Background: an optimization exercise with open tools, aiming at small area, a short achievable clock period and few clock cycles per item. Do not read the settings as production practice. RTL that was checked went through simulation tests only; none was proved equivalent to the original. The RTL of runs 1 to 4 and 7 was laid out without a check of its function. Power and IR drop assume default switching activity.

## constraint.sdc

```tcl
create_clock -name core_clock -period 5.5 [get_ports {clk_i}]
set_input_delay 1.1000 -clock core_clock [delete_from_list [all_inputs] [get_ports {clk_i}]]
set_output_delay 1.1000 -clock core_clock [all_outputs]
set_load 0.01 [all_outputs]
```

## design.v

```verilog
package ex_pkg;
    localparam int unsigned XLEN          = 32;
    localparam int unsigned TRANS_ID_BITS = 3;
    typedef enum logic [3:0] {
        ADD = 4'd0,
        SUB = 4'd1,
        AND = 4'd2,
        OR  = 4'd3,
        XOR = 4'd4,
        SLL = 4'd5,
        SRL = 4'd6,
        SLT = 4'd7,
        MUL = 4'd8
    } fu_op_e;
    typedef struct packed {
        fu_op_e                   operator;
        logic [TRANS_ID_BITS-1:0] trans_id;
        logic [XLEN-1:0]          operand_a;
        logic [XLEN-1:0]          operand_b;
    } fu_data_t;
    typedef struct packed {
        logic [TRANS_ID_BITS-1:0] trans_id;
        logic [XLEN-1:0]          result;
    } wb_data_t;
endpackage
`timescale 1ns/1ps
module mul_step (
    input  logic [31:0] a_i,
    input  logic [2:0]  d0_i,
    input  logic [2:0]  d1_i,
    input  logic [31:0] s_i,
    input  logic [31:0] c_i,
    output logic [31:0] s_o,
    output logic [31:0] c_o,
    output logic [31:0] s1_o,
    output logic [31:0] c1_o
);
    logic [31:0] pp0, pp1, s1, c1;
    assign s1_o = s1;
    assign c1_o = c1;
    assign pp0 = (({32{d0_i[0]}} & a_i) | ({32{d0_i[1]}} & (a_i << 1))) ^ {32{d0_i[2]}};
    assign pp1 = (({32{d1_i[0]}} & (a_i << 2)) | ({32{d1_i[1]}} & (a_i << 3))) ^ {32{d1_i[2]}};
    csa32 csa_a (.x_i(s_i), .y_i({c_i[31:1], d0_i[2]}), .z_i(pp0), .s_o(s1), .c_o(c1));
    csa32 csa_b (.x_i(s1),  .y_i({c1[31:1], d1_i[2]}),  .z_i(pp1), .s_o(s_o), .c_o(c_o));
endmodule
module csa32 (
    input  logic [31:0] x_i,
    input  logic [31:0] y_i,
    input  logic [31:0] z_i,
    output logic [31:0] s_o,
    output logic [31:0] c_o
);
    logic [31:0] maj;
    assign s_o = x_i ^ y_i ^ z_i;
    assign maj = (x_i & y_i) | (x_i & z_i) | (y_i & z_i);
    assign c_o = {maj[30:0], 1'b0};
endmodule
module cond_add8 (
    input  logic [7:0] p_i,
    input  logic [7:0] g_i,
    output logic [7:0] s0_o,
    output logic [7:0] s1_o,
    output logic       g_o,
    output logic       p_o
);
    logic [7:0] g [4];
    logic [7:0] p [4];
    always_comb begin
        g[0] = g_i;
        p[0] = p_i;
        for (int l = 0; l < 3; l++) begin
            for (int i = 0; i < 8; i++) begin
                if ((i >> l) & 1) begin
                    g[l+1][i] = g[l][i] | (p[l][i] & g[l][((i >> l) << l) - 1]);
                    p[l+1][i] = p[l][i] & p[l][((i >> l) << l) - 1];
                end else begin
                    g[l+1][i] = g[l][i];
                    p[l+1][i] = p[l][i];
                end
            end
        end
        s0_o[0] = p_i[0];
        s1_o[0] = ~p_i[0];
        for (int i = 1; i < 8; i++) begin
            s0_o[i] = p_i[i] ^ g[3][i-1];
            s1_o[i] = p_i[i] ^ (g[3][i-1] | p[3][i-1]);
        end
        g_o = g[3][7];
        p_o = p[3][7];
    end
endmodule
`timescale 1ns/1ps
module ex_stage (
    input  logic        clk_i,
    input  logic        rst_ni,
    input  logic        issue_req_i,
    input  logic [70:0] issue_data_i,
    output logic        issue_ack_o,
    output logic        wb_req_o,
    output logic [34:0] wb_data_o,
    input  logic        wb_ack_i
);
    logic [3:0]  in_op;
    logic [2:0]  in_id;
    logic [31:0] in_a, in_b;
    assign {in_op, in_id, in_a, in_b} = issue_data_i;
    logic        q_v, q_ph, q_cy;
    logic [2:0]  q_id;
    logic [31:0] q_a, q_b;
    logic        q_add, q_sub, q_slt, q_and, q_or, q_xor, q_sll, q_srl, q_mul;
    logic        q_mv, q_ar;
    logic        s_v;
    logic [34:0] s_data;
    logic        m_busy, m_done, m_av, m_rdy, m_p, m_cz;
    logic [2:0]  m_id;
    logic [31:0] m_a, m_b, m_s, m_c;
    logic [31:0] m_s_nxt, m_c_nxt, m_s1, m_c1;
    logic [2:0]  m_d0, m_d1;
    logic q_free, capture, load_slot, mul_start, mul_reload, step1;
    assign mul_start  = q_mv && m_av;
    assign mul_reload = m_rdy && (!q_v || q_mv);
    assign load_slot  = (!s_v || (wb_req_o && wb_ack_i)) && q_ar;
    assign step1      = q_v && !q_ph;
    assign q_free     = !q_v || load_slot || mul_start;
    assign capture    = issue_req_i && !issue_ack_o && q_free && !mul_reload;
    logic [7:0]  s_blk0;
    logic        c_blk0;
    logic [31:0] s0_all, s1_all;
    logic [3:0]  g_all, p_all;
    logic [31:0] sh1;
    for (genvar k = 0; k < 4; k++) begin : g_blk
        cond_add8 blk (.p_i(q_a[8*k +: 8]), .g_i(q_b[8*k +: 8]),
                       .s0_o(s0_all[8*k +: 8]), .s1_o(s1_all[8*k +: 8]),
                       .g_o(g_all[k]), .p_o(p_all[k]));
    end
    assign s_blk0 = q_sub ? s1_all[7:0] : s0_all[7:0];
    assign c_blk0 = g_all[0] | (p_all[0] & q_sub);
    assign sh1    = q_a >> q_b[4:0];
    logic        c1, c2, c3, lt;
    logic [31:0] sum, q_a_rev, res;
    assign c1  = q_cy;
    assign c2  = q_b[1] | (q_b[0] & q_cy);
    assign c3  = q_b[3] | (q_b[2] & q_b[1]) | (q_b[2] & q_b[0] & q_cy);
    assign sum = {c3 ? q_b[31:24] : q_a[31:24],
                  c2 ? q_b[23:16] : q_a[23:16],
                  c1 ? q_b[15:8]  : q_a[15:8],
                  q_a[7:0]};
    assign lt  = q_b[6] ? q_b[7] : sum[31];
    always_comb begin
        for (int i = 0; i < 32; i++) q_a_rev[i] = q_a[31 - i];
        res = ({32{q_add}} & sum)
            | ({32{q_and}} & q_b)
            | ({32{q_or}}  & (q_a | q_b))
            | ({32{q_xor}} & q_a)
            | ({32{q_srl}} & q_a)
            | ({32{q_sll}} & q_a_rev)
            | {31'd0, q_slt & lt};
    end
    logic        in_sub, in_sll, in_mul, in_one;
    logic [31:0] in_a_rev, in_bx;
    logic        in_pg;
    assign in_sub = (in_op == 4'd1) || (in_op == 4'd7);
    assign in_sll = (in_op == 4'd5);
    assign in_mul = (in_op == 4'd8);
    assign in_one = (in_op == 4'd2) || (in_op == 4'd3) || (in_op == 4'd4) || (in_op > 4'd8);
    assign in_pg  = (in_op <= 4'd4) || (in_op == 4'd7);
    assign in_bx  = in_sub ? ~in_b : in_b;
    always_comb for (int i = 0; i < 32; i++) in_a_rev[i] = in_a[31 - i];
    logic m_busy_n, m_done_n;
    assign m_busy_n = mul_start || (m_busy && !mul_reload);
    assign m_done_n = !mul_start && ((m_b[31:4] == '0 && !m_b[3]) || m_a[27:0] == '0);
    always_ff @(posedge clk_i or negedge rst_ni) begin
        if (!rst_ni) begin
            issue_ack_o <= 1'b0;
            q_v         <= 1'b0;
            q_ph        <= 1'b0;
            q_mv        <= 1'b0;
            q_ar        <= 1'b0;
            s_v         <= 1'b0;
            wb_req_o    <= 1'b0;
            m_busy      <= 1'b0;
            m_av        <= 1'b1;
            m_rdy       <= 1'b0;
        end else begin
            issue_ack_o <= issue_ack_o ? issue_req_i : capture;
            q_v         <= capture || mul_reload || (q_v && !q_free);
            q_ph        <= q_v && !q_free && !mul_reload;
            q_mv        <= mul_reload ? 1'b0 : (q_free ? (capture && in_mul) : q_mv);
            q_ar        <= mul_reload ? m_cz : (q_free ? (capture && in_one) : (q_v && !q_mul));
            s_v         <= load_slot || (s_v && !(wb_req_o && wb_ack_i));
            wb_req_o    <= wb_req_o ? !wb_ack_i : (!wb_ack_i && (s_v || load_slot));
            m_busy      <= m_busy_n;
            m_av        <= !m_busy_n || m_done_n;
            m_rdy       <= m_busy_n && m_done_n;
        end
    end
    always_ff @(posedge clk_i) begin
        if (mul_reload) begin
            q_id  <= m_id;
            q_a   <= m_s1;
            q_b   <= {1'b0, m_c1[31:1]};
            {q_add, q_sub, q_slt, q_and, q_or, q_xor, q_sll, q_srl, q_mul} <=
                m_cz ? 9'b000010000 : 9'b100000000;
        end else if (q_free) begin
            q_id  <= in_id;
            q_a   <= in_pg ? (in_a ^ in_bx) : in_sll ? in_a_rev : in_a;
            q_b   <= in_pg ? (in_a & in_bx) : in_b;
            q_add <= (in_op == 4'd0) || (in_op == 4'd1);
            q_sub <= in_sub;
            q_slt <= (in_op == 4'd7);
            q_and <= (in_op == 4'd2);
            q_or  <= (in_op == 4'd3);
            q_xor <= (in_op == 4'd4);
            q_sll <= in_sll;
            q_srl <= (in_op == 4'd6);
            q_mul <= in_mul;
        end else if (step1) begin
            if (q_add || q_slt) begin
                q_a  <= {s0_all[31:8], s_blk0};
                q_b  <= {s1_all[31:8], q_b[31], !q_a[31], 2'b00,
                         g_all[2], p_all[2], g_all[1], p_all[1]};
                q_cy <= c_blk0;
            end
            if (q_sll || q_srl) q_a <= sh1;
        end
    end
    always_ff @(posedge clk_i) begin
        if (load_slot) s_data <= {q_id, res};
    end
    assign wb_data_o = s_data;
    mul_step step_i (
        .a_i  ( m_a      ),
        .d0_i ( m_d0     ),
        .d1_i ( m_d1     ),
        .s_i  ( m_s      ),
        .c_i  ( m_c      ),
        .s_o  ( m_s_nxt  ),
        .c_o  ( m_c_nxt  ),
        .s1_o ( m_s1     ),
        .c1_o ( m_c1     )
    );
    function automatic logic [2:0] booth_ctl(input logic [2:0] d);
        booth_ctl = {d[2],
                     (d[2] & ~d[1] & ~d[0]) | (~d[2] & d[1] & d[0]),
                     d[1] ^ d[0]};
    endfunction
    always_ff @(posedge clk_i) begin
        if (mul_start) m_id <= q_id;
        m_a    <= mul_start ? q_a : (m_a << 4);
        m_b    <= mul_start ? q_b : (m_b >> 4);
        m_p    <= mul_start ? 1'b0 : m_b[3];
        m_d0   <= m_done_n ? 3'b000 : mul_start ? booth_ctl({q_b[1:0], 1'b0}) : booth_ctl(m_b[5:3]);
        m_d1   <= m_done_n ? 3'b000 : mul_start ? booth_ctl(q_b[3:1])         : booth_ctl(m_b[7:5]);
        m_s    <= mul_start ? '0 : m_s_nxt;
        m_c    <= mul_start ? '0 : m_c_nxt;
        m_done <= m_done_n;
        m_cz   <= !mul_start && m_done && (m_c == '0);
    end
endmodule
```

## standard.sh

```bash
#!/bin/bash
# synth_recipe.tcl (not shown) runs the flow's synth.tcl, then flattens the netlist and writes it again
# the make line also repeats each setting of config.mk as NAME=value (left out here)
make -C /OpenROAD-flow-scripts/flow DESIGN_CONFIG=/design/flow/config.mk WORK_HOME=/design/flow/orfs CLKGATE_MAP_FILE= SYNTH_SCRIPT=/design/flow/synth_recipe.tcl "${@:-finish}"
```

## config.mk

```make
export PLATFORM = sky130hd
export DESIGN_NAME = ex_stage
export DESIGN_NICKNAME = ex_stage
export VERILOG_FILES = /design/flow/design.v
export SDC_FILE = /design/flow/constraint.sdc
export NUM_CORES = 4
export LEC_CHECK = 0
export ABC_AREA = 1
export CAP_MARGIN = 20
export CORE_MARGIN = 2
export CORE_UTILIZATION = 40
export SETUP_SLACK_MARGIN = 3.1
export SLEW_MARGIN = 20
```

## flow/run.sh

```bash
#!/bin/bash
# Standard layout, with the port buffers made from the smallest plain buffer
# (the resizer still upsizes any that need it).
set -euo pipefail
export BUFFER_PORTS_ARGS="-buffer_cell sky130_fd_sc_hd__buf_1"
bash standard.sh > standard.log 2>&1
```

==> results.ini, run 1 <==
[global_routing]
grtUsageMet1 = 0.476
grt_pass1_wl_um = 109000
grt_remaining_overflow = 0
grtUsageMet2 = 0.493
grt.total_usage = 0.338
antenna_found_initial = 5
first_global_vias = 16100
met3_usage = 0.0778
top_usage_layer = met2
grt_max_degree = 82

[timing]
setup_viol = 0
maxSlewHeadroom = 0.379
finalHoldViolCount = 0
final.setup.tns_ps = 0
finalClockSkew_ps = 12.6
layout_setup_ws_ps = 3080
slew_viol_final = 0
rsz0062_at_grt = yes
tightest_slew_ps = 922
finalCriticalPeriod_ps = 2420
period_share = 0.441
clock.fmax_mhz = 413

[final_layout]
final_common_cell = nand2_1
num-fill-cells = 4163
layout.nets = 2525
final_cell_mix = nand2_1 (493), nor2_1 (228), inv_1 (224)
syn2layout_area_growth_pct = 18.3
multi_input_area_um2 = 9870
area.sequential_um2 = 6350
drive_above_1_share = 0.109

[yosys]
ys_types = 51
ys_ff_latch = 257
synth_cells = 2246
synth.net_count = 2424
ys_warn_count = 4
syn_area_um2 = 17100
async_flop_share = 0.0389
synthFlopType = dfxtp_1
ys_seq_area_frac = 0.370
avgSynthCellArea_um2 = 7.62
synth_edf_count = 114

[power_and_ir_drop]
p_sw_frac = 0.517
p_int_uw = 7500
peakVddDrop_mv = 0.347
combPwrFrac = 0.590
pwr-share-clk = 0.140
power.switching_uw = 8040
pwr-share-seq = 0.269
power_density_nw_per_um2 = 767
total_leakage_power_uw = 0.00890

[detailed_routing]
vias_per_cell = 5.90
wl_per_cell_um = 26.4
antenna_left = 0
routed-via-count = 17200
drc = 0
firstDrtPassIters = 6
routed_wl_um = 77000
drtIter0Drc = 2365

[critical_path]
setup.worst_path.start_class = input pin
crit_type = input pin to flop
required_ps = 5830
crit_arrival_ps = 2760
critPathCaptureType = flop
r2r_cells = 6
critPathMaxFanout = 8

[floorplan]
die_w_um = 211
core_um2 = 42100
start_util = 0.406
die_h_um = 211
die_area_um2 = 44500
ios = 112
num_rows = 75

[clock_tree]
numCtsBuffers = 30
htreeDepth = 1
path_clk_slew_ps = 60
insertion_delay_ps = 610
cts_tree = done
ctsHoldBuffers = 0
cts.path.max_buffers = 3
cts_root_buf = clkbuf_16
cts_sinks = 257

[flow_run]
max-cap-violations = 0

[place]
gp_congestion = 1.03
hpwl_um = 55800
dp_slack_ps = 1770
portBuffers = 111

[hold_path]
hold_path.class = flop to flop
hold_path_depth = 2

[status]
status = timing/DRC/antenna clean

layer usage:
layer / part of all wire / routed length, um / vias up
met5: 0.00030 / 23 / -
met4: 0.053 / 4070 / 4
met1: 0.41 / 31800 / 8140
li1: - / - / 7658
met3: 0.12 / 9180 / 222
met2: 0.41 / 31900 / 1166
repair_timing:
item                       CTS  global route
setup buffers               20            43
resized for setup           71            90
setup endpoints to repair  219           125
cloned                       4             3
pin swaps                   12            65
Yosys cell counts, drive strengths merged (5+ instances only):
master	count	area, um2
a21oi	71	355
a22oi	20	150
o211ai	21	158
nor3	6	35.0
xor2	112	981
o221ai	35	307
inv	244	916
o21ai	172	865
fa	60	1200
nor2	238	916
buf	77	402
o22ai	60	375
clkbuf	59	223
nor4	13	81.3
ha	43	538
or2	5	31.3
dfxtp	133	2660
nand4	11	68.8
nand3	208	1040
nand2	509	1930
dfrtp	9	225
edfxtp	114	3420
state kept, by name (all words and copies together) (netlist names), 3 cells and up:
| signal | count |
|---|---|
| s_data | 35 |
| m_d0 | 3 |
| m_c | 31 |
| m_a | 32 |
| q_id | 3 |
| m_b | 29 |
| m_d1 | 3 |
| q_a | 32 |
| m_s | 32 |
| m_id | 3 |
| q_b | 32 |
through the flow:
step | hold slack [ps] | total power [uW] | util | instances | instance area [um2]
after floorplan | 418 | 9080 | - | 2246 | 17200
after detailed placement | 436 | 12200 | 0.423 | 2784 | 17800
after CTS | 450 | 14700 | 0.461 | 2864 | 19400
after global routing | 478 | 16400 | 0.481 | 2913 | 20300
final | 440 | 15500 | 0.481 | 2914 | 20300
after global placement | 435 | 12100 | 0.423 | 2784 | 17800
worst max-delay path, stage by stage:
cell	delay [ps]
buf_8	110
nand2_4	70
clkinvlp_4	200
nand2_8	220
nand2_8	140
xor2_1	190
ha_1	290
o211ai_1	280
o211ai_1	140
power groups by stage:
| stage | registers, uW | logic, uW | clock network, uW |
|---|---|---|---|
| 2_1_floorplan | 3640 | 5440 | 0 |
| 3_3_place_gp | 4250 | 7880 | 0 |
| 3_5_place_dp | 4260 | 7940 | 0 |
| 4_1_cts | 4150 | 8380 | 2190 |
| 5_1_grt | 4220 | 9870 | 2270 |
| 6_report | 4190 | 9170 | 2180 |
final timing paths:
check | from | to | slack [ps]
min reg2reg | m_b[14] | m_b[10] | 440
max in group asynchronous | rst_ni | q_mv | 4630
min in group asynchronous | rst_ni | wb_req_o | 460
max reg2reg | m_a[3] | m_d0[0] | 3080
min | m_b[14] | m_b[10] | 440
max | issue_data_i[67] | q_a[25] | 3080
layout make-up:
type	count	area share
multi-input combinational	1614	0.487
inverter	244	0.0497
timing repair inverter	1	0.000371
timing repair buffer	199	0.0636
clock buffer	32	0.0379
sequential	257	0.313
clock inverter	24	0.0141
antenna	4	0.000494
tap	539	0.0333
cell families after synthesis:
group | after synthesis | synth area share
and+or+nand+nor | 995 | 0.242
buffers and inverters | 380 | 0.0900
xor gates and xnor gates | 116 | 0.0593
adders and majority gates | 103 | 0.102
AOI/OAI and AO/OA | 395 | 0.137
DFF | 257 | 0.370
==> run 2, diff against run 1 <==
--- a/config.mk
+++ b/config.mk
@@ -10,4 +10,4 @@
 export CORE_MARGIN = 2
 export CORE_UTILIZATION = 40
-export SETUP_SLACK_MARGIN = 3.1
+export SETUP_SLACK_MARGIN = 3.05
 export SLEW_MARGIN = 20
==> results.ini, run 2 <==
[timing]
clock.fmax_mhz = 408  ; -1.1%
final.setup.tns_ps = 0  ; unchanged
maxSlewHeadroom = 0.341  ; -0.0382
slew_viol_final = 0  ; unchanged
finalClockSkew_ps = 13.7  ; +1.10 ps
finalCriticalPeriod_ps = 2450  ; +26.0 ps
period_share = 0.445  ; +0.00473
tightest_slew_ps = 988  ; +65.8 ps
fin_hold_ws_ps = 455  ; +15.4 ps
setup_viol = 0  ; unchanged
rsz0062_at_grt = yes
finalHoldViolCount = 0  ; unchanged

[place]
place_area_um2 = 17800  ; about the same
hpwl_um = 54700  ; -1.9%
portBuffers = 111  ; unchanged
gp_congestion = 0.973  ; -5.4%

[yosys]
ys_warn_count = 4  ; unchanged
synth_edf_count = 114  ; unchanged
yosys.area.top_type = edfxtp_1
netlist.area_leader.share = 0.200  ; unchanged
yosys-top-cells-count = nand2_1 (504), nor2_1 (233), inv_1 (231)
synthFlopType = dfxtp_1
synth.most_common_cell = nand2_1
synth_cells = 2246  ; unchanged
synth.net_count = 2424  ; unchanged
async_flop_share = 0.0389  ; unchanged
syn_area_um2 = 17100  ; unchanged
ys_types = 51  ; unchanged
synth.area.top_cells = edfxtp_1 (20%), dfxtp_1 (16%), nand2_1 (11%)
ys_ff_latch = 257  ; unchanged
avgSynthCellArea_um2 = 7.62  ; unchanged
ys_seq_area_frac = 0.370  ; unchanged

[global_routing]
grt.total_usage = 0.334  ; -0.00477
grt_pass1_wl_um = 108000  ; -1.4%
grt_remaining_overflow = 0  ; unchanged
first_global_vias = 16000  ; -0.89%
grt_max_degree = 83  ; +1.2%
antenna_found_initial = 7  ; +2

[critical_path]
slowest_stage = nor3_1
crit_type = flop to flop
setup.worst_path.start_class = flop
path_delay_family = simple AND/OR/NAND/NOR gates
cp_cell_sequence = inv_1 -> nand4_1 -> nor3_1 -> nand4_1 -> nand2_1 -> o21ai_0
critPathCaptureType = flop
critPathMaxStageDelay_ps = 460  ; +170 ps
required_ps = 5880  ; +50 ps
cp_common_cell = nand4_1
critPathMaxFanout = 5  ; -3
cp_num_buf_inv = 1  ; -1
crit_arrival_ps = 2830  ; +70 ps

[floorplan]
die_h_um = 211  ; unchanged
start_util = 0.406  ; unchanged
core_um2 = 42100  ; unchanged
num_rows = 75  ; unchanged
die_area_um2 = 44500  ; unchanged
die_w_um = 211  ; unchanged
ios = 112  ; unchanged

[detailed_routing]
met3_length_um = 10200  ; +11%
dr_wl_met2_um = 30500  ; -4.4%
topRoutingLayerUsed = met5
wl_per_cell_um = 26.0  ; -1.5%
firstDrtPassIters = 7  ; +1
drtIter0Drc = 2319  ; -1.9%
routed-via-count = 16900  ; -1.7%
drc = 0  ; unchanged
routed_wl_um = 74800  ; -2.8%
antenna_left = 0  ; unchanged
m1WireLength_um = 30400  ; -4.4%
vias_per_cell = 5.88  ; -0.33%

[clock_tree]
cts_tree = done
cts_sinks = 257  ; unchanged
insertion_delay_ps = 600  ; about the same
cts_root_buf = clkbuf_16
ctsHoldBuffers = 0  ; unchanged
path_clk_slew_ps = 60  ; about the same
htreeDepth = 1  ; unchanged
numCtsBuffers = 31  ; +3.3%
cts.path.max_buffers = 3  ; unchanged

[final_layout]
largest_reg_flops = 35  ; unchanged
layout.nets = 2486  ; -1.5%
syn2layout_area_growth_pct = 13.4
final_cell_mix = nand2_1 (494), inv_1 (227), nor2_1 (226)
drive_above_1_share = 0.0733  ; -0.0355
final_common_cell = nand2_1
regMostFlops = s_data
design_area_um2 = 19400  ; -4.2%

[power_and_ir_drop]
power_density_nw_per_um2 = 759  ; -1.1%
peakVddDrop_mv = 0.318  ; -8.4%
total_leakage_power_uw = 0.00864  ; -3.0%

[status]
status = timing/DRC/antenna clean

[hold_path]
hold_path.class = flop to flop

[flow_run]
max-cap-violations = 0  ; unchanged

## run 2: logic make-up after synthesis
group           synth area share
simple gates               0.242
buf+inv                   0.0900
flops                      0.370
fa+ha+maj                  0.102
xor+xnor                  0.0593
compound gates             0.137
## run 2: cell type report
type	count	area (um2)
fill	4312	22700
inverter	244	982
multi-input combinational	1613	9530
clock inverter	21	155
clock buffer	37	818
timing repair inverter	1	7.51
antenna	2	5.00
timing repair buffer	160	890
tap	539	674
sequential	257	6340
## run 2: worst reg2reg max path: cells and delay by family (launching register included)
family | cells | cell delay (ps)
AND/OR/NAND/NOR | 4 | 1390
flip-flops | 1 | 310
buffers and inverters | 1 | 280
AO/OA/AOI/OAI | 1 | 270
## run 2: metal layers
layer / GRT usage / up-vias
li1: - / 7595
met1: 0.462 / 8007
met2: 0.476 / 1116
met3: 0.106 / 174
met4: 0.147 / 6
met5: 0 / -
## run 2: per-stage QoR
step,setup WS [ps],util,cells,power (uW)
2_1_floorplan,2860,-,2246,9080
3_3_place_gp,1880,0.423,2782,12000
3_5_place_dp,1820,0.423,2782,12100
4_1_cts,3000,0.453,2854,14300
5_1_grt,2940,0.461,2873,15600
6_report,3050,0.461,2874,14700
## run 2: worst paths after layout
kind / start / to / slack (ps) / cells after the start
setup / recovery: m_a[1] / m_d0[0] / 3050 / 6
hold / removal: q_id[2] / s_data[34] / 460 / 0
setup reg to reg: m_a[1] / m_d0[0] / 3050 / 6
hold reg to reg: q_id[2] / s_data[34] / 460 / 0
max in group asynchronous: rst_ni / m_av / 4660 / 1
min in group asynchronous: rst_ni / m_busy / 470 / 1
## run 2: power breakdown
group | switching (uW) | total, uW | internal [uW]
registers | 952 | 4160 | 3210
clock network | 875 | 2020 | 1150
logic | 5880 | 8540 | 2660
## run 2: what timing repair did
action,CTS,global route
setup endpoints to repair,177,156
setup buffers,10,17
resized for setup,41,54
pin swaps,5,26
gates cloned,4,1
==> run 3, diff against run 2 <==
--- a/design.v
+++ b/design.v
@@ -112,5 +112,5 @@
     logic        s_v;
     logic [34:0] s_data;
-    logic        m_busy, m_done, m_av, m_rdy, m_p, m_cz;
+    logic        m_busy, m_done, m_av, m_rdy, m_cz, m_az;
     logic [2:0]  m_id;
     logic [31:0] m_a, m_b, m_s, m_c;
@@ -169,5 +169,5 @@
     logic m_busy_n, m_done_n;
     assign m_busy_n = mul_start || (m_busy && !mul_reload);
-    assign m_done_n = !mul_start && ((m_b[31:4] == '0 && !m_b[3]) || m_a[27:0] == '0);
+    assign m_done_n = !mul_start && ((m_b[31:4] == '0 && !m_b[3]) || m_az);
     always_ff @(posedge clk_i or negedge rst_ni) begin
         if (!rst_ni) begin
@@ -249,7 +249,7 @@
         m_a    <= mul_start ? q_a : (m_a << 4);
         m_b    <= mul_start ? q_b : (m_b >> 4);
-        m_p    <= mul_start ? 1'b0 : m_b[3];
-        m_d0   <= m_done_n ? 3'b000 : mul_start ? booth_ctl({q_b[1:0], 1'b0}) : booth_ctl(m_b[5:3]);
-        m_d1   <= m_done_n ? 3'b000 : mul_start ? booth_ctl(q_b[3:1])         : booth_ctl(m_b[7:5]);
+        m_d0   <= mul_start ? booth_ctl({q_b[1:0], 1'b0}) : m_az ? 3'b000 : booth_ctl(m_b[5:3]);
+        m_d1   <= mul_start ? booth_ctl(q_b[3:1])         : m_az ? 3'b000 : booth_ctl(m_b[7:5]);
+        m_az   <= mul_start ? (q_a[27:0] == '0) : (m_a[23:0] == '0);
         m_s    <= mul_start ? '0 : m_s_nxt;
         m_c    <= mul_start ? '0 : m_c_nxt;
--- a/config.mk
+++ b/config.mk
@@ -10,4 +10,4 @@
 export CORE_MARGIN = 2
 export CORE_UTILIZATION = 40
-export SETUP_SLACK_MARGIN = 3.05
+export SETUP_SLACK_MARGIN = 3.15
 export SLEW_MARGIN = 20
==> results.ini, run 3 <==
[floorplan]
die_h_um = 211  ; about the same
core_um2 = 42100  ; unchanged
ios = 112  ; unchanged
num_rows = 75  ; unchanged
start_util = 0.406  ; about the same
die_w_um = 211  ; about the same
die_area_um2 = 44500  ; about the same

[yosys]
yosys.area.top_type = edfxtp_1
ys_types = 51  ; unchanged
async_flop_share = 0.0388  ; -0.000151
synth.most_common_cell = nand2_1
syn_area_um2 = 17100  ; about the same
netlist.area_leader.share = 0.200  ; about the same
ys_ff_latch = 258  ; +0.39%
synthFlopType = dfxtp_1
synth_edf_count = 114  ; unchanged
yosys-top-cells-count = nand2_1 (495), nor2_1 (220), inv_1 (217)
ys_warn_count = 4  ; unchanged
synth_cells = 2227  ; -0.85%
synth.area.top_cells = edfxtp_1 (20%), dfxtp_1 (16%), nand2_1 (11%)
ys_seq_area_frac = 0.371  ; +0.00131
synth.net_count = 2405  ; -0.78%
avgSynthCellArea_um2 = 7.68  ; +0.82%

[global_routing]
first_global_vias = 16100  ; +0.96%
antenna_found_initial = 0  ; -7
grt_remaining_overflow = 0  ; unchanged
grt_max_degree = 90  ; +8.4%
grt.total_usage = 0.323  ; -0.0105
grt_pass1_wl_um = 106000  ; -1.5%

[final_layout]
num_antenna_cells = 0  ; -2
final_util = 0.470  ; +0.00950
final_cell_mix = nand2_1 (484), nand3_1 (215), inv_1 (212)
final_common_cell = nand2_1
layout.nets = 2494  ; +0.32%
regMostFlops = s_data
syn2layout_area_growth_pct = 15.7
largest_reg_flops = 35  ; unchanged
drive_above_1_share = 0.0935  ; +0.0203

[status]
status = timing/DRC/antenna clean

[critical_path]
critPathCaptureType = flop
critPathMaxFanout = 31  ; +26
crit_arrival_ps = 2950  ; +120 ps
cp_cell_sequence = inv_1 -> buf_12 -> o22ai_1 -> xor2_1 -> fa_1 -> fa_1 -> inv_1 -> nor2_1
cp_num_buf_inv = 3  ; +2
critPathMaxStageDelay_ps = 530  ; +70 ps
setup.worst_path.start_class = flop
crit_type = flop to flop
slowest_stage = fa_1
required_ps = 6060  ; +180 ps
path_delay_family = adder cells

[detailed_routing]
routed-via-count = 17200  ; +1.5%
wl_per_cell_um = 25.3  ; -2.8%
antenna_left = 0  ; unchanged
firstDrtPassIters = 6  ; -1
routed_wl_um = 72900  ; -2.6%
vias_per_cell = 5.96  ; +1.3%
drtIter0Drc = 2522  ; +8.8%
drc = 0  ; unchanged

[timing]
finalCriticalPeriod_ps = 2390  ; -58.5 ps
clock.fmax_mhz = 418  ; +2.4%
maxSlewHeadroom = 0.437  ; +0.0953
finalHoldViolCount = 0  ; unchanged
slew_viol_final = 0  ; unchanged
fin_hold_ws_ps = 448  ; -6.99 ps
final.setup.tns_ps = 0  ; unchanged
finalClockSkew_ps = 32.8  ; +19.2 ps
period_share = 0.435  ; -0.0106
setup_viol = 0  ; unchanged
rsz0062_at_grt = yes
tightest_slew_ps = 837  ; -151 ps

[place]
portBuffers = 111  ; unchanged
gp_congestion = 1.03  ; +6.0%
hpwl_um = 53300  ; -2.6%

[clock_tree]
cts_tree = done
numCtsBuffers = 31  ; unchanged
htreeDepth = 1  ; unchanged
path_clk_slew_ps = 60  ; about the same
cts_sinks = 258  ; +0.39%
cts_root_buf = clkbuf_16
ctsHoldBuffers = 0  ; unchanged
cts.path.max_buffers = 3  ; unchanged
insertion_delay_ps = 620  ; +20 ps

[power_and_ir_drop]
peakVddDrop_mv = 0.381  ; +20%
p_total_uw = 15300  ; +4.1%
total_leakage_power_uw = 0.00871  ; +0.83%
power_density_nw_per_um2 = 774  ; +2.0%

[flow_run]
max-cap-violations = 0  ; unchanged

[hold_path]
hold_path.class = input pin to asynchronous set/reset pin

-- run 3: changes by cell type after synthesis, moves of 5 or more --
cell,change
nor2_1,-13
o21ai_0,-5
nand2_1,-9
nor4_1,+13
o211ai_1,+8
nand3_1,+7
inv_1,-14
o22ai_1,+5
-- run 3: worst register-to-register path: stages, from the launching register on --
cell and delay [ps]:
dfxtp_4 350, inv_1 100, buf_12 220, o22ai_1 140, xor2_1 320, fa_1 530
fa_1 520, inv_1 50, nor2_1 110
-- run 3: repair_timing --
action / in CTS / in global routing
cloned: 7 / 2
pin swaps: 7 / 17
setup endpoints to repair: 180 / 99
setup buffers: 25 / 23
resized for setup: 59 / 59
-- run 3: final cells by class --
cell class,instances,area (um2)
clock buffer,37,830
clock inverter,21,179
fill,4223,22300
inverter,231,975
multi-input combinational,1603,9560
sequential,258,6370
tap,539,674
timing repair buffer,186,1180
timing repair inverter,5,41.3
-- run 3: power breakdown --
group / total, uW / leakage, uW / internal (uW) / switching, uW
Sequential: 4310 / 0.00232 / 3270 / 1050
Combinational: 8940 / 0.00588 / 2900 / 6040
Clock: 2070 / 0.000507 / 1170 / 897
Total: 15300 / 0.00871 / 7340 / 7990
-- run 3: cell families (layout without fill, tap and decap cells) --
group | after synthesis | in the layout | share of synthesized area
flip-flops | 258 | 258 | 0.371
adder cells (fa/ha/maj) | 103 | 103 | 0.102
AND/OR/NAND/NOR | 990 | 994 | 0.243
buffers and inverters | 370 | 480 | 0.0891
XOR/XNOR | 114 | 114 | 0.0583
AO/OA/AOI/OAI | 392 | 392 | 0.136
-- run 3: layer usage --
| layer | global-route usage | wire, um | vias up | share of wire |
|---|---|---|---|---|
| met4 | 0.130 | 3400 | 0 | 0.047 |
| met1 | 0.463 | 30100 | 8066 | 0.41 |
| li1 | - | - | 7632 | - |
| met2 | 0.461 | 29400 | 1259 | 0.40 |
| met3 | 0.0852 | 9860 | 197 | 0.14 |
| met5 | 0 | 0 | - | 0 |
-- run 3: final timing paths --
kind                          from     endpoint  slack (ps)  cells past startpoint
max                        m_d0[0]      m_s[25]        3110                      8
min                         rst_ni  issue_ack_o         450                      1
max reg2reg                m_d0[0]      m_s[25]        3110                      8
min reg2reg                m_b[14]      m_b[10]         450                      2
max in group asynchronous   rst_ni         q_mv        4630                      1
min in group core_clock    m_b[14]      m_b[10]         450                      2
-- run 3: stage by stage --
step	instances	area, um2	setup WS, ps
after floorplan	2227	17200	2930
after global placement	2763	17800	1850
after detailed placement	2765	17900	1810
after CTS	2855	19400	3160
after global routing	2880	19800	3080
final	2880	19800	3110
==> run 4, diff against run 3 <==
--- a/config.mk
+++ b/config.mk
@@ -10,4 +10,4 @@
 export CORE_MARGIN = 2
 export CORE_UTILIZATION = 40
-export SETUP_SLACK_MARGIN = 3.15
+export SETUP_SLACK_MARGIN = 3.05
 export SLEW_MARGIN = 20
==> results.ini, run 4 <==
[final_layout]
final_common_cell = nand2_1
regMostFlops = s_data
largest_reg_flops = 35  ; unchanged
layout.nets = 2477  ; -0.68%
final_util = 0.468  ; -0.00238
design_area_um2 = 19700  ; -0.50%
syn2layout_area_growth_pct = 15.2
drive_above_1_share = 0.0870  ; -0.00659
final_cell_mix = nand2_1 (483), nor2_1 (215), nand3_1 (213)

[power_and_ir_drop]
peakVddDrop_mv = 0.382  ; +0.11%
total_leakage_power_uw = 0.00866  ; -0.65%
power_density_nw_per_um2 = 779  ; +0.69%
p_total_uw = 15400  ; +0.19%

[flow_run]
max-cap-violations = 0  ; unchanged

[critical_path]
critPathMaxStageDelay_ps = 680  ; +150 ps
critPathCaptureType = flop
cp_num_buf_inv = 1  ; -2
crit_type = flop to flop
cp_cell_sequence = clkinv_1 -> nor2_2 -> nand3_1 -> nand3_1 -> nand2_1 -> nand2_1
required_ps = 5970  ; -90 ps
slowest_stage = nor2_2
crit_arrival_ps = 3010  ; +60 ps
critPathMaxFanout = 13  ; -58%
r2r_setup_slack_ps = 2960  ; -150 ps
path_delay_family = simple AND/OR/NAND/NOR gates
setup.worst_path.start_class = flop

[yosys]
netlist.area_leader.share = 0.200  ; unchanged
synth.most_common_cell = nand2_1
avgSynthCellArea_um2 = 7.68  ; unchanged
ys_warn_count = 4  ; unchanged
ys_ff_latch = 258  ; unchanged
synth_cells = 2227  ; unchanged
synthFlopType = dfxtp_1
ys_seq_area_frac = 0.371  ; unchanged
synth.area.top_cells = edfxtp_1 (20%), dfxtp_1 (16%), nand2_1 (11%)
syn_area_um2 = 17100  ; unchanged
synth.net_count = 2405  ; unchanged
yosys-top-cells-count = nand2_1 (495), nor2_1 (220), inv_1 (217)
yosys.area.top_type = edfxtp_1
ys_types = 51  ; unchanged
async_flop_share = 0.0388  ; unchanged
synth_edf_count = 114  ; unchanged

[floorplan]
die_h_um = 211  ; unchanged
die_area_um2 = 44500  ; unchanged
ios = 112  ; unchanged
die_w_um = 211  ; unchanged
start_util = 0.406  ; unchanged
core_um2 = 42100  ; unchanged
num_rows = 75  ; unchanged

[global_routing]
grt_remaining_overflow = 0  ; unchanged
grt.total_usage = 0.323  ; -0.000659
grt_max_degree = 93  ; +3.3%
grt_pass1_wl_um = 105000  ; -0.63%
antenna_found_initial = 4  ; +4
first_global_vias = 16000  ; -0.97%

[detailed_routing]
antenna_left = 0  ; unchanged
drtIter0Drc = 2350  ; -6.8%
routed_wl_um = 72600  ; -0.30%
vias_per_cell = 5.96  ; about the same
routed-via-count = 17100  ; -0.58%
wl_per_cell_um = 25.4  ; +0.29%
drc = 0  ; unchanged
firstDrtPassIters = 5  ; -1

[clock_tree]
cts_root_buf = clkbuf_16
insertion_delay_ps = 600  ; -20 ps
ctsHoldBuffers = 0  ; unchanged
htreeDepth = 1  ; unchanged
cts_tree = done
path_clk_slew_ps = 60  ; about the same
cts_sinks = 258  ; unchanged
cts.path.max_buffers = 3  ; unchanged
numCtsBuffers = 30  ; -3.2%

[place]
hpwl_um = 53000  ; -0.54%
place_area_um2 = 17800  ; -0.39%
portBuffers = 111  ; unchanged
gp_congestion = 1.01  ; -2.3%

[timing]
clock.fmax_mhz = 393  ; -5.9%
final.setup.tns_ps = 0  ; unchanged
tightest_slew_ps = 854  ; +16.9 ps
finalCriticalPeriod_ps = 2540  ; +150 ps
rsz0062_at_grt = no
fin_hold_ws_ps = 458  ; +9.95 ps
setup_viol = 0  ; unchanged
finalClockSkew_ps = 22.1  ; -10.7 ps
finalHoldViolCount = 0  ; unchanged
period_share = 0.462  ; +0.0273
maxSlewHeadroom = 0.430  ; -0.00612
slew_viol_final = 0  ; unchanged

[status]
status = timing/DRC/antenna clean

[hold_path]
hold_path.class = input pin to asynchronous set/reset pin

-- run 4: path summary, 6_finish.rpt --
kind,endpoint,cells past startpoint,startpoint
min,issue_ack_o,1,rst_ni
min in group core_clock,m_b[10],2,m_b[14]
max,q_a[1],6,q_b[4]
max in group asynchronous,m_av,1,rst_ni
min reg2reg,m_b[10],2,m_b[14]
max reg2reg,q_a[1],6,q_b[4]
-- run 4: power breakdown --
part           total [uW]  switching [uW]  internal [uW]
registers            4300            1040           3260
clock network        2280             884           1400
logic                8770            5950           2820
total               15400            7870           7480
-- run 4: logic make-up (layout without fill, tap and decap cells) --
logic type               after synthesis  after routing  synth area share
AND/OR/NAND/NOR                      990            992             0.243
AO/OA/AOI/OAI                        392            392             0.136
buffers and inverters                370            464            0.0891
flip-flops                           258            258             0.371
XOR/XNOR                             114            114            0.0583
adder cells (fa/ha/maj)              103            103             0.102
other                                  0              1                 0
-- run 4: through the flow --
step,setup WS (ps),instances
floorplan,2900,2227
detailed placement,1850,2764
global placement,1890,2764
CTS,3000,2838
global route,3000,2862
finish,2960,2863
-- run 4: layout make-up --
cell class              count  area, um2
flip-flops and latches    258       6360
repair buffers            174       1060
repair inverters            3       20.0
clock inverters            24        343
multi-input cells        1601       9520
clock buffers              32        778
inverters                 231        947
fillers                  4209      22400
diodes                      1       2.50
well taps                 539        674
-- run 4: what timing repair did --
action,in CTS,in global routing
pin swaps,4,11
gates resized for setup,40,57
endpoints found under the setup margin,192,108
cloned,4,1
setup buffers,14,22
-- run 4: metal layers --
metal	wire length [um]	track usage
met1	29800	0.460
met2	29100	0.457
met5	35	0
met3	9810	0.0867
met4	3820	0.138
-- run 4: worst reg2reg max path, delay by kind of cell, from the launching register on --
family	cells	cell delay, ps
flops	1	540
buf+inv	1	520
simple gates	5	1350
==> run 5, diff against run 4 <==
--- a/design.v
+++ b/design.v
@@ -32,11 +32,7 @@
     input  logic [31:0] c_i,
     output logic [31:0] s_o,
-    output logic [31:0] c_o,
-    output logic [31:0] s1_o,
-    output logic [31:0] c1_o
+    output logic [31:0] c_o
 );
     logic [31:0] pp0, pp1, s1, c1;
-    assign s1_o = s1;
-    assign c1_o = c1;
     assign pp0 = (({32{d0_i[0]}} & a_i) | ({32{d0_i[1]}} & (a_i << 1))) ^ {32{d0_i[2]}};
     assign pp1 = (({32{d1_i[0]}} & (a_i << 2)) | ({32{d1_i[1]}} & (a_i << 3))) ^ {32{d1_i[2]}};
@@ -112,8 +108,8 @@
     logic        s_v;
     logic [34:0] s_data;
-    logic        m_busy, m_done, m_av, m_rdy, m_cz, m_az;
+    logic        m_busy, m_done, m_av, m_rdy, m_p, m_cz;
     logic [2:0]  m_id;
     logic [31:0] m_a, m_b, m_s, m_c;
-    logic [31:0] m_s_nxt, m_c_nxt, m_s1, m_c1;
+    logic [31:0] m_s_nxt, m_c_nxt;
     logic [2:0]  m_d0, m_d1;
     logic q_free, capture, load_slot, mul_start, mul_reload, step1;
@@ -169,5 +165,5 @@
     logic m_busy_n, m_done_n;
     assign m_busy_n = mul_start || (m_busy && !mul_reload);
-    assign m_done_n = !mul_start && ((m_b[31:4] == '0 && !m_b[3]) || m_az);
+    assign m_done_n = !mul_start && ((m_b[31:4] == '0 && !m_b[3]) || m_a[27:0] == '0);
     always_ff @(posedge clk_i or negedge rst_ni) begin
         if (!rst_ni) begin
@@ -198,6 +194,6 @@
         if (mul_reload) begin
             q_id  <= m_id;
-            q_a   <= m_s1;
-            q_b   <= {1'b0, m_c1[31:1]};
+            q_a   <= m_s ^ m_c;
+            q_b   <= m_s & m_c;
             {q_add, q_sub, q_slt, q_and, q_or, q_xor, q_sll, q_srl, q_mul} <=
                 m_cz ? 9'b000010000 : 9'b100000000;
@@ -236,7 +232,5 @@
         .c_i  ( m_c      ),
         .s_o  ( m_s_nxt  ),
-        .c_o  ( m_c_nxt  ),
-        .s1_o ( m_s1     ),
-        .c1_o ( m_c1     )
+        .c_o  ( m_c_nxt  )
     );
     function automatic logic [2:0] booth_ctl(input logic [2:0] d);
@@ -249,7 +243,7 @@
         m_a    <= mul_start ? q_a : (m_a << 4);
         m_b    <= mul_start ? q_b : (m_b >> 4);
-        m_d0   <= mul_start ? booth_ctl({q_b[1:0], 1'b0}) : m_az ? 3'b000 : booth_ctl(m_b[5:3]);
-        m_d1   <= mul_start ? booth_ctl(q_b[3:1])         : m_az ? 3'b000 : booth_ctl(m_b[7:5]);
-        m_az   <= mul_start ? (q_a[27:0] == '0) : (m_a[23:0] == '0);
+        m_p    <= mul_start ? 1'b0 : m_b[3];
+        m_d0   <= m_done_n ? 3'b000 : mul_start ? booth_ctl({q_b[1:0], 1'b0}) : booth_ctl(m_b[5:3]);
+        m_d1   <= m_done_n ? 3'b000 : mul_start ? booth_ctl(q_b[3:1])         : booth_ctl(m_b[7:5]);
         m_s    <= mul_start ? '0 : m_s_nxt;
         m_c    <= mul_start ? '0 : m_c_nxt;
==> run.sh (new file) <==
#!/bin/bash
# synth_recipe.tcl (not shown) runs the flow's synth.tcl, then flattens the netlist and writes it again
# the make line also repeats each setting of config.mk as NAME=value (left out here)
make -C /OpenROAD-flow-scripts/flow DESIGN_CONFIG=/design/flow/config.mk WORK_HOME=/design/flow/orfs CLKGATE_MAP_FILE= SYNTH_SCRIPT=/design/flow/synth_recipe.tcl finish
removed: flow/run.sh
removed: standard.sh
==> results.ini, run 5 <==
[timing]
maxSlewHeadroom = 0.292  ; -0.138
finalHoldViolCount = 0  ; unchanged
finalCriticalPeriod_ps = 2430  ; -109 ps
final.setup.tns_ps = 0  ; unchanged
slew_viol_final = 0  ; unchanged
finalClockSkew_ps = 44.0  ; +21.9 ps
setup_viol = 0  ; unchanged
tightest_slew_ps = 1060  ; +208 ps
rsz0062_at_grt = yes
clock.fmax_mhz = 411  ; +4.5%
period_share = 0.442  ; -0.0199

[floorplan]
core_um2 = 43100  ; +2.2%
die_h_um = 213  ; +0.91%
die_w_um = 213  ; +0.91%
num_rows = 76  ; +1.3%
start_util = 0.405  ; -0.00148
ios = 112  ; unchanged
die_area_um2 = 45300  ; +1.8%

[yosys]
synth_xor_area_frac = 0.0588  ; +0.000439
synth_cells = 2235  ; +0.36%
synth_top_family_by_area = simple AND/OR/NAND/NOR gates
synth.net_count = 2444  ; +1.6%
ys_types = 52  ; +2.0%
synth_compound_area_frac = 0.135  ; -0.00128
synth.most_common_cell = nand2_1
avgSynthCellArea_um2 = 7.80  ; +1.5%
synth_adder_area_share = 0.122  ; +0.0204
netlist.area_leader.share = 0.198  ; -0.00194
synthMuxAreaShare = 0  ; unchanged
synthFlopType = dfxtp_1
syn_area_um2 = 17400  ; +1.9%
ys_ff_latch = 257  ; -0.39%
yosys.area.top_type = edfxtp_1
synth.area.top_cells = edfxtp_1 (20%), dfxtp_1 (15%), nand2_1 (10%)
synthSimpleGateAreaFrac = 0.236  ; -0.00725
synth_edf_count = 115  ; +0.88%
yosys-top-cells-count = nand2_1 (486), nand3_1 (226), inv_1 (215)
async_flop_share = 0.0389  ; +0.000151
ys_seq_area_frac = 0.364  ; -0.00737
ys_warn_count = 4  ; unchanged

[clock_tree]
htreeDepth = 2  ; +1
cts_tree = done
insertion_delay_ps = 570  ; -30 ps
cts_sinks = 257  ; -0.39%
numCtsBuffers = 34  ; +13%
path_clk_slew_ps = 60  ; about the same
ctsHoldBuffers = 0  ; unchanged
cts_root_buf = clkbuf_16
cts.path.max_buffers = 3  ; unchanged

[power_and_ir_drop]
combPwrFrac = 0.581  ; +0.010
total_leakage_power_uw = 0.00938  ; +8.3%
pwr-share-clk = 0.141  ; -0.008
peakVddDrop_mv = 0.334  ; -12%
power.switching_uw = 7980  ; +1.3%
pwr-share-seq = 0.278  ; -0.002
p_sw_frac = 0.518  ; +0.00498
p_int_uw = 7440  ; -0.65%
power_density_nw_per_um2 = 742  ; -4.8%

[detailed_routing]
drc = 0  ; unchanged
routed-via-count = 17100  ; +0.31%
routed_wl_um = 76400  ; +5.3%
antenna_left = 0  ; unchanged
vias_per_cell = 5.83  ; -2.2%
firstDrtPassIters = 6  ; +1
drtIter0Drc = 2165  ; -7.9%
wl_per_cell_um = 26.0  ; +2.6%

[place]
portBuffers = 111  ; unchanged
hpwl_um = 55900  ; +5.4%
gp_congestion = 1.01  ; +0.18%

[status]
status = timing/DRC/antenna clean

[final_layout]
layout.nets = 2534  ; +2.3%
regMostFlops = s_data
num_antenna_cells = 0  ; -1
num-fill-cells = 4204  ; -0.12%
syn2layout_area_growth_pct = 19.2
final_common_cell = nand2_1
final_util = 0.482  ; +0.0146
largest_reg_flops = 35  ; unchanged
final_cell_mix = nand2_1 (475), nand3_1 (225), inv_1 (207)
drive_above_1_share = 0.0876  ; +0.000666

[hold_path]
worstHoldStart = m_b[14]
hold_path.class = flop to flop

[flow_run]
max-cap-violations = 0  ; unchanged

[critical_path]
cp_common_cell = nor2_4
cp_cell_sequence = nand2_4 -> inv_2 -> buf_6 -> nor2_4 -> nand2_8 -> nor2_4 -> buf_12 -> nand2_2 -> inv_1 -> nand3_1 -> nand4_1
crit_type = flop to flop
crit_arrival_ps = 2700  ; -310 ps
required_ps = 5770  ; -200 ps
r2r_start = m_av
cp-startpoint = m_av
critPathMaxFanout = 35  ; +22
critPathCaptureType = flop
critPathMaxStageDelay_ps = 540  ; -140 ps
setup.worst_path.start_class = flop
slowest_stage = dfstp_2

[global_routing]
antenna_found_initial = 0  ; -4
grt_remaining_overflow = 0  ; unchanged
grt_max_degree = 110  ; +18%
grt_pass1_wl_um = 108000  ; +3.0%
first_global_vias = 15800  ; -1.2%
grt.total_usage = 0.334  ; +0.0120

run 5: per-stage QoR:
| step | hold WS, ps | instances | area [um2] | total power (uW) | setup slack [ps] |
|---|---|---|---|---|---|
| 2_1_floorplan | 418 | 2235 | 17600 | 9070 | 2830 |
| 3_3_place_gp | 428 | 2824 | 18900 | 12300 | 1660 |
| 3_5_place_dp | 435 | 2824 | 18900 | 12400 | 1590 |
| 4_1_cts | 449 | 2903 | 20300 | 14900 | 2890 |
| 5_1_grt | 455 | 2936 | 20800 | 16200 | 3030 |
| 6_report | 447 | 2936 | 20800 | 15400 | 3070 |
run 5: area by class of cell:
class                      instances  area [um2]  area share
clock buffer                      47         952      0.0458
clock inverter                    15         111     0.00536
inverter                         224         922      0.0444
multi-input combinational       1629        9930       0.478
sequential                       257        6350       0.306
tap                              585         732      0.0352
timing repair buffer             175        1750      0.0840
timing repair inverter             4        36.3     0.00175
run 5: routing by layer:
metal  vias to the layer above  global-route usage  share of wire
met3                       189              0.0569           0.11
li1                       7686                   -              -
met4                         0               0.167          0.059
met5                         -                   0              0
met2                      1121               0.478           0.41
met1                      8112               0.485           0.42
run 5: critical path, delay by kind of cell (launching register included):
family	cells	cell delay (ps)
simple gates	7	930
buf+inv	4	660
flops	1	540
run 5: worst paths after layout:
kind / end / slack (ps) / cells past startpoint
setup reg to reg: q_a[18] / 3070 / 11
hold / removal: m_b[10] / 450 / 2
hold reg to reg: m_b[10] / 450 / 2
setup / recovery: q_a[18] / 3070 / 11
min in group asynchronous: issue_ack_o / 870 / 1
max in group asynchronous: m_av / 4280 / 1
run 5: timing repair:
action                                  CTS  global route
buffers inserted                          9            27
gates cloned                              8             5
endpoints found under the setup margin  163            95
pin swaps                                 6             9
gates resized for setup                  99            41
run 5: kinds of logic after synthesis:
group,after synthesis
simple gates,981
compound gates,392
flops,257
xor+xnor,117
fa+ha+maj,134
buf+inv,354
run 5: power groups by stage:
stage / clock [uW] / combinational, uW / sequential, uW
finish: 2180 / 8950 / 4290
global placement: 0 / 8020 / 4290
detailed placement: 0 / 8070 / 4290
floorplan: 0 / 5330 / 3740
global route: 2270 / 9650 / 4330
CTS: 2200 / 8470 / 4250
Testbench counts of run 5, summed over its fixed seeds: cycles 6,879, ops 2,400.
==> run 6, diff against run 5 <==
==> flow/run.sh (new file) <==
#!/bin/bash
# Standard synthesis, unchanged; then the standard layout steps with the port
# buffers made from the smallest plain buffer (the resizer still upsizes any
# that need it) and with the resizer free to use cells of any footprint.
set -euo pipefail
export BUFFER_PORTS_ARGS="-buffer_cell sky130_fd_sc_hd__buf_1"
bash standard.sh synth > synth.log 2>&1
bash standard.sh MATCH_CELL_FOOTPRINT=0 finish > layout.log 2>&1
==> standard.sh (new file) <==
#!/bin/bash
# synth_recipe.tcl (not shown) runs the flow's synth.tcl, then flattens the netlist and writes it again
# the make line also repeats each setting of config.mk as NAME=value (left out here)
make -C /OpenROAD-flow-scripts/flow DESIGN_CONFIG=/design/flow/config.mk WORK_HOME=/design/flow/orfs CLKGATE_MAP_FILE= SYNTH_SCRIPT=/design/flow/synth_recipe.tcl "${@:-finish}"
removed: run.sh
==> results.ini, run 6 <==
[status]
status = timing/DRC/antenna clean

[yosys]
synthFlopType = dfxtp_1
syn_area_um2 = 17400  ; unchanged
synth.most_common_cell = nand2_1
yosys-top-cells-count = nand2_1 (486), nand3_1 (226), inv_1 (215)
synth_cells = 2235  ; unchanged
ys_seq_area_frac = 0.364  ; unchanged
yosys.area.top_type = edfxtp_1
async_flop_share = 0.0389  ; unchanged
ys_ff_latch = 257  ; unchanged
avgSynthCellArea_um2 = 7.80  ; unchanged
ys_types = 52  ; unchanged
synth.area.top_cells = edfxtp_1 (20%), dfxtp_1 (15%), nand2_1 (10%)
synth_edf_count = 115  ; unchanged
netlist.area_leader.share = 0.198  ; unchanged
synth.net_count = 2444  ; unchanged
ys_warn_count = 4  ; unchanged

[floorplan]
die_area_um2 = 45300  ; unchanged
ios = 112  ; unchanged
die_w_um = 213  ; unchanged
core_um2 = 43100  ; unchanged
start_util = 0.405  ; unchanged
die_h_um = 213  ; unchanged
num_rows = 76  ; unchanged

[final_layout]
final_common_cell = nand2_1
final_util = 0.461  ; -0.0217
largest_reg_flops = 35  ; unchanged
final_cell_mix = nand2_1 (476), nand3_1 (226), inv_1 (205)
num-fill-cells = 4415  ; +5.0%
drive_above_1_share = 0.0815  ; -0.00615
regMostFlops = s_data
syn2layout_area_growth_pct = 13.8
layout.nets = 2517  ; -0.67%

[clock_tree]
cts_root_buf = clkbuf_16
cts_sinks = 257  ; unchanged
path_clk_slew_ps = 70  ; about the same
insertion_delay_ps = 620  ; +50 ps
ctsHoldBuffers = 0  ; unchanged
numCtsBuffers = 30  ; -12%
cts.path.max_buffers = 3  ; unchanged
cts_tree = done
htreeDepth = 1  ; -1

[detailed_routing]
antenna_left = 0  ; unchanged
routed_wl_um = 76700  ; +0.38%
firstDrtPassIters = 6  ; unchanged
wl_per_cell_um = 26.3  ; +0.97%
vias_per_cell = 5.83  ; +0.13%
drc = 0  ; unchanged
drtIter0Drc = 2086  ; -3.6%
routed-via-count = 17000  ; -0.45%

[critical_path]
slowest_stage = clkinvlp_4
critPathCaptureType = flop
crit_type = flop to flop
r2r_setup_slack_ps = 3060  ; about the same
cp_cell_sequence = buf_4 -> clkinvlp_4 -> nand3_1 -> nand3_1 -> nand3_1 -> nand2_1 -> nand2_1 -> o211ai_1
crit_arrival_ps = 2800  ; +100 ps
setup.worst_path.start_class = flop
critPathMaxFanout = 27  ; -23%
cp_common_cell = nand3_1
critPathMaxStageDelay_ps = 450  ; -90 ps
required_ps = 5860  ; +90 ps

[timing]
tightest_slew_ps = 1060  ; +2.79 ps
finalHoldViolCount = 0  ; unchanged
slew_viol_final = 0  ; unchanged
final.setup.tns_ps = 0  ; unchanged
maxSlewHeadroom = 0.289  ; -0.00265
setup_viol = 0  ; unchanged
period_share = 0.444  ; +0.00197
rsz0062_at_grt = yes
finalClockSkew_ps = 30.8  ; -13.2 ps
clock.fmax_mhz = 409  ; -0.44%
finalCriticalPeriod_ps = 2440  ; +10.8 ps

[place]
portBuffers = 111  ; unchanged
hpwl_um = 56700  ; +1.5%
gp_congestion = 0.996  ; -1.3%

[hold_path]
hold_path.class = flop to flop

[power_and_ir_drop]
total_leakage_power_uw = 0.00886  ; -5.5%
power_density_nw_per_um2 = 764  ; +3.0%
p_total_uw = 15200  ; -1.6%
peakVddDrop_mv = 0.333  ; -0.52%

[global_routing]
grt_max_degree = 83  ; -25%
grt.total_usage = 0.339  ; +0.00426
grt_remaining_overflow = 0  ; unchanged
antenna_found_initial = 2  ; +2
first_global_vias = 16000  ; +1.5%
grt_pass1_wl_um = 110000  ; +1.7%

[flow_run]
max-cap-violations = 0  ; unchanged

run 6: cell count changes in the layout (fill, tap and decap cells not counted), moves of 3 or more:
cell / delta
clkbuf_1: -5
buf_1: +107
clkinvlp_4: +4
dlygate4sd2_1: -38
buf_2: -3
inv_12: -3
clkbuf_16: -6
clkdlybuf4s50_1: -69
clkbuf_8: +7
o21ai_0: +4
buf_4: -7
run 6: power breakdown:
group	internal [uW]	switching, uW	total, uW	leakage (uW)
registers	3230	1190	4420	0.00231
clock network	1190	893	2080	0.000506
logic	2740	5930	8660	0.00604
run 6: per-layer routing:
| layer | GRT usage | vias to the layer above | part of all wire |
|---|---|---|---|
| met4 | 0.161 | 2 | 0.053 |
| met3 | 0.0616 | 147 | 0.11 |
| met5 | 0 | - | 0.00014 |
| met1 | 0.496 | 8162 | 0.43 |
| li1 | - | 7634 | - |
| met2 | 0.479 | 1086 | 0.40 |
run 6: what timing repair did:
action	4_1_cts	5_1_grt
endpoints found under the setup margin	210	100
gates resized for setup	47	24
gates cloned	9	1
buffers inserted	25	12
pin swaps	4	1
run 6: area by class of cell:
type / count / area [um2] / area share
multi-input cells: 1629 / 9860 / 0.497
inverters: 224 / 922 / 0.0465
clock inverters: 12 / 118 / 0.00593
well taps: 585 / 732 / 0.0369
repair buffers: 162 / 908 / 0.0458
repair inverters: 4 / 30.0 / 0.00151
diodes: 2 / 5.00 / 0.000252
clock buffers: 44 / 905 / 0.0456
flip-flops and latches: 257 / 6370 / 0.321
run 6: cells by family after synthesis:
| family | Yosys count | share of synthesized area |
|---|---|---|
| and+or+nand+nor | 981 | 0.236 |
| adders and majority gates | 134 | 0.122 |
| xor gates and xnor gates | 117 | 0.0588 |
| AOI/OAI and AO/OA | 392 | 0.135 |
| buffers and inverters | 354 | 0.0842 |
| DFF | 257 | 0.364 |
run 6: through the flow:
stage | hold slack [ps] | instance area, um2 | worst slack [ps] | std cells
floorplan | 418 | 17600 | 2830 | 2235
global placement | 433 | 18200 | 1950 | 2814
detailed placement | 431 | 18200 | 1920 | 2814
CTS | 447 | 19700 | 3050 | 2904
global route | 465 | 19800 | 2980 | 2917
finish | 443 | 19800 | 3060 | 2919
run 6: worst paths after layout:
check / startpoint / end / cells past startpoint
worst max-delay path: q_b[2] / q_a[19] / 8
worst min-delay path: m_b[14] / m_b[10] / 2
worst max register to register: q_b[2] / q_a[19] / 8
worst min register to register: m_b[14] / m_b[10] / 2
max in group asynchronous: rst_ni / q_mv / 1
min in group asynchronous: rst_ni / m_busy / 1
run 6: worst max-delay path, delay by kind of cell (launching register included):
kind	cells	cell delay [ps]
simple gates	5	960
flops	1	320
compound gates	1	90
buf+inv	2	810
==> run 7, diff against run 6 <==
--- a/design.v
+++ b/design.v
@@ -104,5 +104,5 @@
     logic [2:0]  q_id;
     logic [31:0] q_a, q_b;
-    logic        q_add, q_sub, q_slt, q_and, q_or, q_xor, q_sll, q_srl, q_mul;
+    logic        q_add, q_sub, q_slt, q_ra, q_rb, q_sll, q_sh, q_mul;
     logic        q_mv, q_ar;
     logic        s_v;
@@ -146,8 +146,6 @@
         for (int i = 0; i < 32; i++) q_a_rev[i] = q_a[31 - i];
         res = ({32{q_add}} & sum)
-            | ({32{q_and}} & q_b)
-            | ({32{q_or}}  & (q_a | q_b))
-            | ({32{q_xor}} & q_a)
-            | ({32{q_srl}} & q_a)
+            | ({32{q_rb}}  & q_b)
+            | ({32{q_ra}}  & q_a)
             | ({32{q_sll}} & q_a_rev)
             | {31'd0, q_slt & lt};
@@ -196,6 +194,6 @@
             q_a   <= m_s ^ m_c;
             q_b   <= m_s & m_c;
-            {q_add, q_sub, q_slt, q_and, q_or, q_xor, q_sll, q_srl, q_mul} <=
-                m_cz ? 9'b000010000 : 9'b100000000;
+            {q_add, q_sub, q_slt, q_ra, q_rb, q_sll, q_sh, q_mul} <=
+                m_cz ? 8'b00011000 : 8'b10000000;
         end else if (q_free) begin
             q_id  <= in_id;
@@ -205,9 +203,8 @@
             q_sub <= in_sub;
             q_slt <= (in_op == 4'd7);
-            q_and <= (in_op == 4'd2);
-            q_or  <= (in_op == 4'd3);
-            q_xor <= (in_op == 4'd4);
+            q_ra  <= (in_op == 4'd3) || (in_op == 4'd4) || (in_op == 4'd6);
+            q_rb  <= (in_op == 4'd2) || (in_op == 4'd3);
             q_sll <= in_sll;
-            q_srl <= (in_op == 4'd6);
+            q_sh  <= in_sll || (in_op == 4'd6);
             q_mul <= in_mul;
         end else if (step1) begin
@@ -218,5 +215,5 @@
                 q_cy <= c_blk0;
             end
-            if (q_sll || q_srl) q_a <= sh1;
+            if (q_sh) q_a <= sh1;
         end
     end
==> flow/run.sh (replaced) <==
#!/bin/bash
# Standard layout, with the port buffers made from the smallest plain buffer
# (the resizer still upsizes any that need it).
set -euo pipefail
export BUFFER_PORTS_ARGS="-buffer_cell sky130_fd_sc_hd__buf_1"
bash standard.sh > standard.log 2>&1
--- a/config.mk
+++ b/config.mk
@@ -10,4 +10,4 @@
 export CORE_MARGIN = 2
 export CORE_UTILIZATION = 40
-export SETUP_SLACK_MARGIN = 3.05
+export SETUP_SLACK_MARGIN = 3.1
 export SLEW_MARGIN = 20
==> results.ini, run 7 <==
[detailed_routing]
routed-via-count = 16800  ; -1.5%
firstDrtPassIters = 8  ; +2
routed_wl_um = 73600  ; -4.1%
drc = 0  ; unchanged
drtIter0Drc = 2080  ; -0.29%
antenna_left = 0  ; unchanged
vias_per_cell = 5.85  ; +0.29%
wl_per_cell_um = 25.7  ; -2.3%

[critical_path]
slowest_stage = edfxtp_1
critPathMaxStageDelay_ps = 540  ; +90 ps
required_ps = 5840  ; -20 ps
crit_arrival_ps = 2790  ; about the same
critPathMaxFanout = 19  ; -30%
r2r_setup_slack_ps = 3050  ; about the same
crit_type = flop to flop
critPathCaptureType = flop
path_delay_family = simple AND/OR/NAND/NOR gates
cp_cell_sequence = buf_4 -> buf_4 -> nand2_1 -> nand3_1 -> nand3_1 -> nand2_1 -> o211ai_1 -> nand3_1 -> nand2_1 -> nand2_1
cp_common_cell = nand2_1
cp_num_buf_inv = 2  ; unchanged
setup.worst_path.start_class = flop

[final_layout]
layout.nets = 2506  ; -0.44%
final_cell_mix = nand2_1 (505), nand3_1 (223), inv_1 (200)
final_common_cell = nand2_1
syn2layout_area_growth_pct = 14.1
regMostFlops = s_data
drive_above_1_share = 0.0806  ; -0.000906
largest_reg_flops = 35  ; unchanged
fin_cells = 2867  ; -1.8%
num_antenna_cells = 0  ; -2
design_area_um2 = 19700  ; -0.80%
final_util = 0.460  ; -0.000643

[yosys]
ys_seq_area_frac = 0.366  ; +0.00206
syn_area_um2 = 17300  ; -1.0%
synthFlopType = dfxtp_1
ys_types = 50  ; -3.8%
ys_warn_count = 4  ; unchanged
synth.most_common_cell = nand2_1
async_flop_share = 0.0391  ; +0.000152
synth_edf_count = 114  ; -0.87%
yosys-top-cells-count = nand2_1 (516), nand3_1 (223), inv_1 (208)
synth_cells = 2224  ; -0.49%
ys_ff_latch = 256  ; -0.39%
netlist.area_leader.share = 0.198  ; +0.000328
synth.area.top_cells = edfxtp_1 (20%), dfxtp_1 (15%), nand2_1 (11%)
avgSynthCellArea_um2 = 7.76  ; -0.54%
yosys.area.top_type = edfxtp_1
synth.net_count = 2433  ; -0.45%

[floorplan]
die_area_um2 = 44800  ; -1.0%
num_rows = 76  ; unchanged
die_w_um = 212  ; -0.51%
die_h_um = 212  ; -0.51%
core_um2 = 42800  ; -0.66%
start_util = 0.403  ; -0.00151
ios = 112  ; unchanged

[global_routing]
grt.total_usage = 0.324  ; -0.0146
antenna_found_initial = 1  ; -1
grt_max_degree = 91  ; +9.6%
grt_remaining_overflow = 0  ; unchanged
first_global_vias = 15500  ; -3.1%
grt_pass1_wl_um = 105000  ; -4.6%

[timing]
tightest_slew_ps = 1100  ; +35.9 ps
slew_viol_final = 0  ; unchanged
final.setup.tns_ps = 0  ; unchanged
finalClockSkew_ps = 9.30  ; -21.5 ps
setup_viol = 0  ; unchanged
rsz0062_at_grt = yes
maxSlewHeadroom = 0.266  ; -0.0232
finalHoldViolCount = 0  ; unchanged
period_share = 0.445  ; +0.000725
finalCriticalPeriod_ps = 2450  ; +3.99 ps
clock.fmax_mhz = 409  ; -0.16%

[status]
status = timing/DRC/antenna clean

[clock_tree]
cts_tree = done
cts.path.max_buffers = 3  ; unchanged
htreeDepth = 1  ; unchanged
numCtsBuffers = 31  ; +3.3%
cts_root_buf = clkbuf_16
insertion_delay_ps = 590  ; -30 ps
path_clk_slew_ps = 60  ; about the same
cts_sinks = 256  ; -0.39%

[flow_run]
max-cap-violations = 0  ; unchanged

[place]
gp_congestion = 0.967  ; -2.9%
portBuffers = 111  ; unchanged
hpwl_um = 53800  ; -5.1%
place_inst = 2773  ; -1.5%
place_area_um2 = 18000  ; -0.92%

[hold_path]
hold_path.class = flop to flop

[power_and_ir_drop]
peakVddDrop_mv = 0.343  ; +3.1%
power_density_nw_per_um2 = 744  ; -2.6%
total_leakage_power_uw = 0.00884  ; -0.24%

run 7: cell count changes after synthesis, sizes merged, moves of 9 or more:
cell	before	now
nand2	491	519
nor2	218	205
buf	65	83
o21ai	177	168
o211ai	25	41
clkbuf	65	52
a22oi	21	10
a21oi	65	51
o221ai	26	17
run 7: repair_timing:
item / CTS / global route
pin swaps: 7 / 9
hold buffers: 0 / 0
endpoints found under the setup margin: 193 / 100
resized for setup: 43 / 45
setup buffers: 20 / 12
gates cloned: 3 / 2
endpoints found under the hold margin: 0 / 0
run 7: area by class of cell:
class,count,area (um2)
timing repair buffer,171,1030
multi-input combinational,1615,9680
tap,546,683
sequential,256,6320
timing repair inverter,3,21.3
fill,4341,23100
clock inverter,13,124
inverter,219,888
clock buffer,44,926
run 7: cell families after synthesis:
kind of cell | after synthesis | synth area share
and+or+nand+nor | 997 | 0.241
buffers and inverters | 354 | 0.0846
AOI/OAI and AO/OA | 368 | 0.126
adders and majority gates | 134 | 0.123
xor gates and xnor gates | 114 | 0.0579
DFF | 256 | 0.366
muxes | 1 | 0.000580
run 7: layer usage:
metal,part of all wire,track usage,vias up
li1,-,-,7562
met2,0.41,0.466,1039
met4,0.047,0.138,2
met5,0.00024,0,-
met3,0.12,0.0574,151
met1,0.43,0.476,8022
run 7: path summary, 6_finish.rpt:
path                          from  cells after the start    endpoint
max                         q_b[0]                     10      q_a[9]
max reg2reg                 q_b[0]                     10      q_a[9]
min in group asynchronous   rst_ni                      1         s_v
min                        q_id[0]                      0  s_data[32]
max in group asynchronous   rst_ni                      1        q_ph
min reg2reg                q_id[0]                      0  s_data[32]
run 7: stage by stage:
stage               power [uW]  setup slack, ps  hold slack, ps
floorplan                 8870             2850             420
global placement         11700             1740             424
detailed placement       11800             1680             436
CTS                      14300             2990             447
global route             15500             2970             471
finish                   14600             3050             450
run 7: report_power, final:
| group | switching (uW) | total [uW] | internal (uW) |
|---|---|---|---|
| Combinational | 5570 | 8240 | 2670 |
| Sequential | 1070 | 4270 | 3190 |
| Clock | 877 | 2140 | 1260 |
| Total | 7520 | 14600 | 7130 |

==> separate check: timing with driven ports <==
In the flow no input, the clock included, has a driving cell. The finished layouts below were timed again as built, in two steps.
Step 1 sets driving cells, clkbuf_16 on the clock port and buf_2 on the other inputs (assumed; they add their load-dependent delay and slew).
Step 2 times the ports against the registers' clock, not the clock port: input delays grow and output delays shrink by t, the midpoint of the rising clock arrivals with the driver on.
Three values: ideal ports, drivers, drivers and shift; two values: the first two.
run | t, ns | slack for setup (ns)
run 1 | 0.655 | 3.076 / 3.080 / 2.430
run 2 | 0.641 | 3.050 / 3.050 / 2.459
run 3 | 0.661 | 3.108 / 3.108 / 2.529
run 4 | 0.642 | 2.959 / 2.959 / 2.531
run 5 | 0.605 | 3.068 / 3.064 / 2.521
run 6 | 0.661 | 3.057 / 3.057 / 2.457
run 7 | 0.640 | 3.053 / 3.053 / 2.463
After both steps every run listed still meets setup and hold.
